This design comes from an exercise in tuning for small area on the open sky130 flow, not from production work. Function was checked by simulation only, so behaviour that the tests miss may differ from the original. The flow treats the clock pin as an ideal source, which a real chip does not have. No activity file was given, so power comes from the tool's default toggle rates.

// cgra_row_top
module cgra_row_top (
    input  logic       clk,
    input  logic       rst,
    input  logic       init_en,
    input  logic       run,
    input  logic [4:0] init_sel,
    input  cgra_types_pkg::cfg_word_t  pe_config,
    input  cgra_types_pkg::row_edge_t  n_in,
    input  cgra_types_pkg::row_edge_t  s_in,
    output cgra_types_pkg::row_edge_t  n_out,
    output cgra_types_pkg::row_edge_t  s_out,
    input  logic       host_we,
    input  cgra_types_pkg::addr_t      host_addr,
    input  cgra_types_pkg::word_t      host_wdata
);
Size in the first run: roughly 330000 µm² of cells after synthesis.
export LEC_CHECK = 0
export CAP_MARGIN = 30
export CELL_PAD_IN_SITES_DETAIL_PLACEMENT = 1
export CELL_PAD_IN_SITES_GLOBAL_PLACEMENT = 1
export CORE_MARGIN = 2
export CORE_UTILIZATION = 46
export PLACE_DENSITY = 0.62
export SLEW_MARGIN = 25
export SYNTH_HIERARCHICAL = 1
export SYNTH_MEMORY_MAX_BITS = 8192
create_clock -name core_clock -period 13.0 [get_ports {clk}]
standard.sh (not shown) runs the stock make flow with config.mk's settings and CLKGATE_MAP_FILE= SYNTH_SCRIPT=/design/flow/synth_recipe.tcl, a recipe that flattens the netlist after the stock synthesis.
==> flow/flow/run.sh <==
#!/bin/bash
# Layout flow: the standard flow (standard.sh), with two changes:
#  - clock tree synthesis without dummy loads, in clusters of clkbuf_16 whose
#    size and diameter are picked per layout: after placement, cts_probe.tcl
#    tries each candidate below on the placed design, and the one with the
#    smallest clock-tree area whose estimated flip-flop clock-pin slew stays
#    under PROBE_MAX_PS is used
#  - port buffers of the smallest buffer cell
# Logs: flow_place.log and flow_rest.log (make's output), cts_probe_*.log
# (one per probe) and cts_probe_summary.log; each ORFS step also keeps its
# own log under orfs/logs/.
set -euo pipefail
export BUFFER_PORTS_ARGS="-buffer_cell sky130_fd_sc_hd__buf_1"
bash standard.sh place > flow_place.log 2>&1

PLATFORM_DIR="$FLOW_HOME/platforms/$FLOW_PLATFORM"
export PROBE_RESULTS="$PWD/orfs/results/$FLOW_PLATFORM/cgra_row_top/base"
export PROBE_TECH_LEF="$PLATFORM_DIR/lef/sky130_fd_sc_hd.tlef"
export PROBE_SC_LEF="$PLATFORM_DIR/lef/sky130_fd_sc_hd_merged.lef"
export PROBE_LIB="$PLATFORM_DIR/lib/sky130_fd_sc_hd__tt_025C_1v80.lib"
export PROBE_PLATFORM_DIR="$PLATFORM_DIR"
PROBE_MAX_PS=115
BASE="-sink_clustering_enable -repair_clock_nets -dont_use_dummy_load -buf_list sky130_fd_sc_hd__clkbuf_16"
BEST=""; BEST_AREA=""; LOW=""; LOW_SLEW=""
for C in 40:80 45:90 35:70 40:70 30:70 30:60 25:50; do
  S=${C%:*}; D=${C#*:}
  ARGS="$BASE -sink_clustering_size $S -sink_clustering_max_diameter $D"
  LOG="cts_probe_${S}_${D}.log"
  PROBE_CTS_ARGS="$ARGS" openroad -threads "$NUM_CORES" -exit flow/cts_probe.tcl > "$LOG" 2>&1 || continue
  LINE=$(grep '^PROBE' "$LOG" || true)
  [[ -n "$LINE" ]] || continue
  AREA=$(echo "$LINE" | awk '{print $3}')
  SLEW=$(echo "$LINE" | awk '{print $5}')
  echo "size $S diameter $D: area $AREA slew_ps $SLEW" >> cts_probe_summary.log
  if [[ -z "$LOW" ]] || awk -v a="$SLEW" -v b="$LOW_SLEW" 'BEGIN { exit !(a < b) }'; then
    LOW="$ARGS"; LOW_SLEW="$SLEW"
  fi
  if awk -v s="$SLEW" -v m="$PROBE_MAX_PS" 'BEGIN { exit !(s <= m) }'; then
    if [[ -z "$BEST" ]] || awk -v a="$AREA" -v b="$BEST_AREA" 'BEGIN { exit !(a < b) }'; then
      BEST="$ARGS"; BEST_AREA="$AREA"
    fi
  fi
done
# none under the limit: the one with the lowest slew; none at all: a tight default
export CTS_ARGS="${BEST:-${LOW:-$BASE -sink_clustering_size 25 -sink_clustering_max_diameter 50}}"
echo "chosen: $CTS_ARGS" >> cts_probe_summary.log
bash standard.sh > flow_rest.log 2>&1
Other scripts of this flow, unchanged in this note and not shown: flow/flow/cts_probe.tcl
The first run produced a clean layout.
==> next run, changes <==
--- a/flow/config.mk
+++ b/flow/config.mk
@@ -10,6 +10,6 @@
 export CELL_PAD_IN_SITES_GLOBAL_PLACEMENT = 1
 export CORE_MARGIN = 2
-export CORE_UTILIZATION = 46
-export PLACE_DENSITY = 0.62
+export CORE_UTILIZATION = 42
+export PLACE_DENSITY = 0.59
 export SLEW_MARGIN = 25
 export SYNTH_HIERARCHICAL = 1
Result: Power fell by 0.54%. Core utilization fell by 4.2 points. Synthesized area does not change. Clock-buffer cell count is unchanged. Worst setup slack gets worse by 0.062 ns. Register-to-register slack got worse by 0.12 ns. First-iteration DRC count came out lower by 3.3%. Synthesized cell count stays the same. Final area goes up by 0.44%. Routed wire length grows by 1.1%. Via count came out lower by 0.33%.
==> next run, changes <==
--- a/flow/config.mk
+++ b/flow/config.mk
@@ -10,6 +10,6 @@
 export CELL_PAD_IN_SITES_GLOBAL_PLACEMENT = 1
 export CORE_MARGIN = 2
-export CORE_UTILIZATION = 42
-export PLACE_DENSITY = 0.59
+export CORE_UTILIZATION = 52
+export PLACE_DENSITY = 0.68
 export SLEW_MARGIN = 25
 export SYNTH_HIERARCHICAL = 1
After rerunning: Worst setup slack gains 0.056 ns; utilization went up by 10 points; count of clock-buffer cells in the layout came out lower by 3; design area drops by 0.92%; synthesized area stays the same.
==> next run, changes <==
--- a/flow/config.mk
+++ b/flow/config.mk
@@ -6,11 +6,11 @@
 export NUM_CORES = 8
 export LEC_CHECK = 0
-export CAP_MARGIN = 30
+export CAP_MARGIN = 20
 export CELL_PAD_IN_SITES_DETAIL_PLACEMENT = 1
 export CELL_PAD_IN_SITES_GLOBAL_PLACEMENT = 1
 export CORE_MARGIN = 2
-export CORE_UTILIZATION = 52
-export PLACE_DENSITY = 0.68
-export SLEW_MARGIN = 25
+export CORE_UTILIZATION = 37
+export PLACE_DENSITY = 0.54
+export SLEW_MARGIN = 20
 export SYNTH_HIERARCHICAL = 1
 export SYNTH_MEMORY_MAX_BITS = 8192
The changed run finished with timing, DRC and antenna clean. Hold slack stays flat. Routed wire length grows by 7.0%. Final cell count grows by 8.8%. Setup slack got worse by 0.20 ns. Count of clock-buffer cells in the layout grows by 51. Maximum frequency shrinks by 1.7%.

---

cgra_row_top, a different RTL version from the one above (not shown whole).
For scale: ~30000 cells after synthesis, ~590 I/O pins.
==> flow/config.mk <==
export PLATFORM = sky130hd
export DESIGN_NAME = cgra_row_top
export DESIGN_NICKNAME = cgra_row_top
export VERILOG_FILES = /design/flow/design.v
export SDC_FILE = /design/flow/constraint.sdc
export NUM_CORES = 8
export LEC_CHECK = 0
export CAP_MARGIN = 20
export CELL_PAD_IN_SITES_DETAIL_PLACEMENT = 1
export CELL_PAD_IN_SITES_GLOBAL_PLACEMENT = 1
export CORE_MARGIN = 2
export CORE_UTILIZATION = 33
export PLACE_DENSITY = 0.5
export SLEW_MARGIN = 20
export SYNTH_HIERARCHICAL = 1
export SYNTH_MEMORY_MAX_BITS = 8192
==> flow/constraint.sdc <==
create_clock -name core_clock -period 13.0 [get_ports {clk}]
set_input_delay 2.6000 -clock core_clock [delete_from_list [all_inputs] [get_ports {clk}]]
set_output_delay 2.6000 -clock core_clock [all_outputs]
set_load 0.01 [all_outputs]
==> flow/flow/run.sh <==
#!/bin/bash
# Layout flow: the standard flow (standard.sh), with three changes:
#  - clock tree synthesis without dummy loads, in clusters of clkbuf_16
#  - port buffers of the smallest buffer cell
#  - non-critical gates downsized after global routing (RECOVER_POWER)
# make's full output goes to flow.log here; each ORFS step also keeps its own
# log under orfs/logs/.
set -euo pipefail
export CTS_ARGS="-sink_clustering_enable -repair_clock_nets -dont_use_dummy_load -buf_list sky130_fd_sc_hd__clkbuf_16 -sink_clustering_size 30 -sink_clustering_max_diameter 60"
export BUFFER_PORTS_ARGS="-buffer_cell sky130_fd_sc_hd__buf_1"
export RECOVER_POWER=100
bash standard.sh > flow.log 2>&1
The baseline finished but fails on capacitance limit, slew limit.
Rerun with:
==> flow/run.sh (new file) <==
#!/bin/bash
# synth_recipe.tcl (not shown) runs the flow's synth.tcl, then flattens the netlist and writes it again
# the make line also repeats each setting of config.mk as NAME=value (left out here)
make -C /OpenROAD-flow-scripts/flow DESIGN_CONFIG=/design/flow/config.mk WORK_HOME=/design/flow/orfs CLKGATE_MAP_FILE= SYNTH_SCRIPT=/design/flow/synth_recipe.tcl finish
--- a/flow/config.mk
+++ b/flow/config.mk
@@ -7,9 +7,10 @@
 export LEC_CHECK = 0
 export CAP_MARGIN = 20
-export CELL_PAD_IN_SITES_DETAIL_PLACEMENT = 1
-export CELL_PAD_IN_SITES_GLOBAL_PLACEMENT = 1
 export CORE_MARGIN = 2
-export CORE_UTILIZATION = 33
-export PLACE_DENSITY = 0.5
+export CORE_UTILIZATION = 40
+export CTS_BUF_LIST = sky130_fd_sc_hd__clkbuf_16
+export CTS_CLUSTER_DIAMETER = 60
+export CTS_CLUSTER_SIZE = 30
+export PLACE_DENSITY = 0.46
 export SLEW_MARGIN = 20
 export SYNTH_HIERARCHICAL = 1
removed: flow/flow/run.sh
removed: flow/standard.sh
What happened:
- With this change the flow completed with no timing, DRC or antenna violations
- routed wire length fell by 5.6%
- synthesized cell count is unchanged
- power rose by 2.1%

==> re-timing with driven ports <==
No port has a modelled driver above. Below, the same layouts with a new extraction and two added sets of constraints. Step 1: set_driving_cell puts a clkbuf_16 on clk and a buf_2 on each other input, an assumption about the parent block. Step 2, shift: input delay + t, output delay - t, t = (earliest + latest rising clock arrival at the registers) / 2. This alone moves slack from input paths to output paths. a / b / c = ideal ports / drivers / drivers and shift; a / b = the first two.
run | t, ns | setup slack, ns | slew at the worst register clock pin (ns)
the first run of note 1 | 1.288 | 2.013 / 2.157 / 0.870 | 0.12 / 0.12
the second run of note 1 | 1.296 | 1.951 / 2.087 / 0.791 | 0.12 / 0.12
the third run of note 1 | 1.261 | 2.007 / 2.126 / 0.864 | 0.11 / 0.11
the fourth run of note 1 | 1.232 | 1.812 / 1.918 / 0.686 | 0.12 / 0.12
the first run of note 2 | 1.304 | 0.256 / 0.256 / -0.512 | 0.10 / 0.10
the second run of note 2 | 1.301 | 2.125 / 2.230 / 0.928 | 0.11 / 0.11
The setup slack of the second run of note 2, which loses most, moves by +0.105 ns with the drivers and by -1.197 ns with both steps.
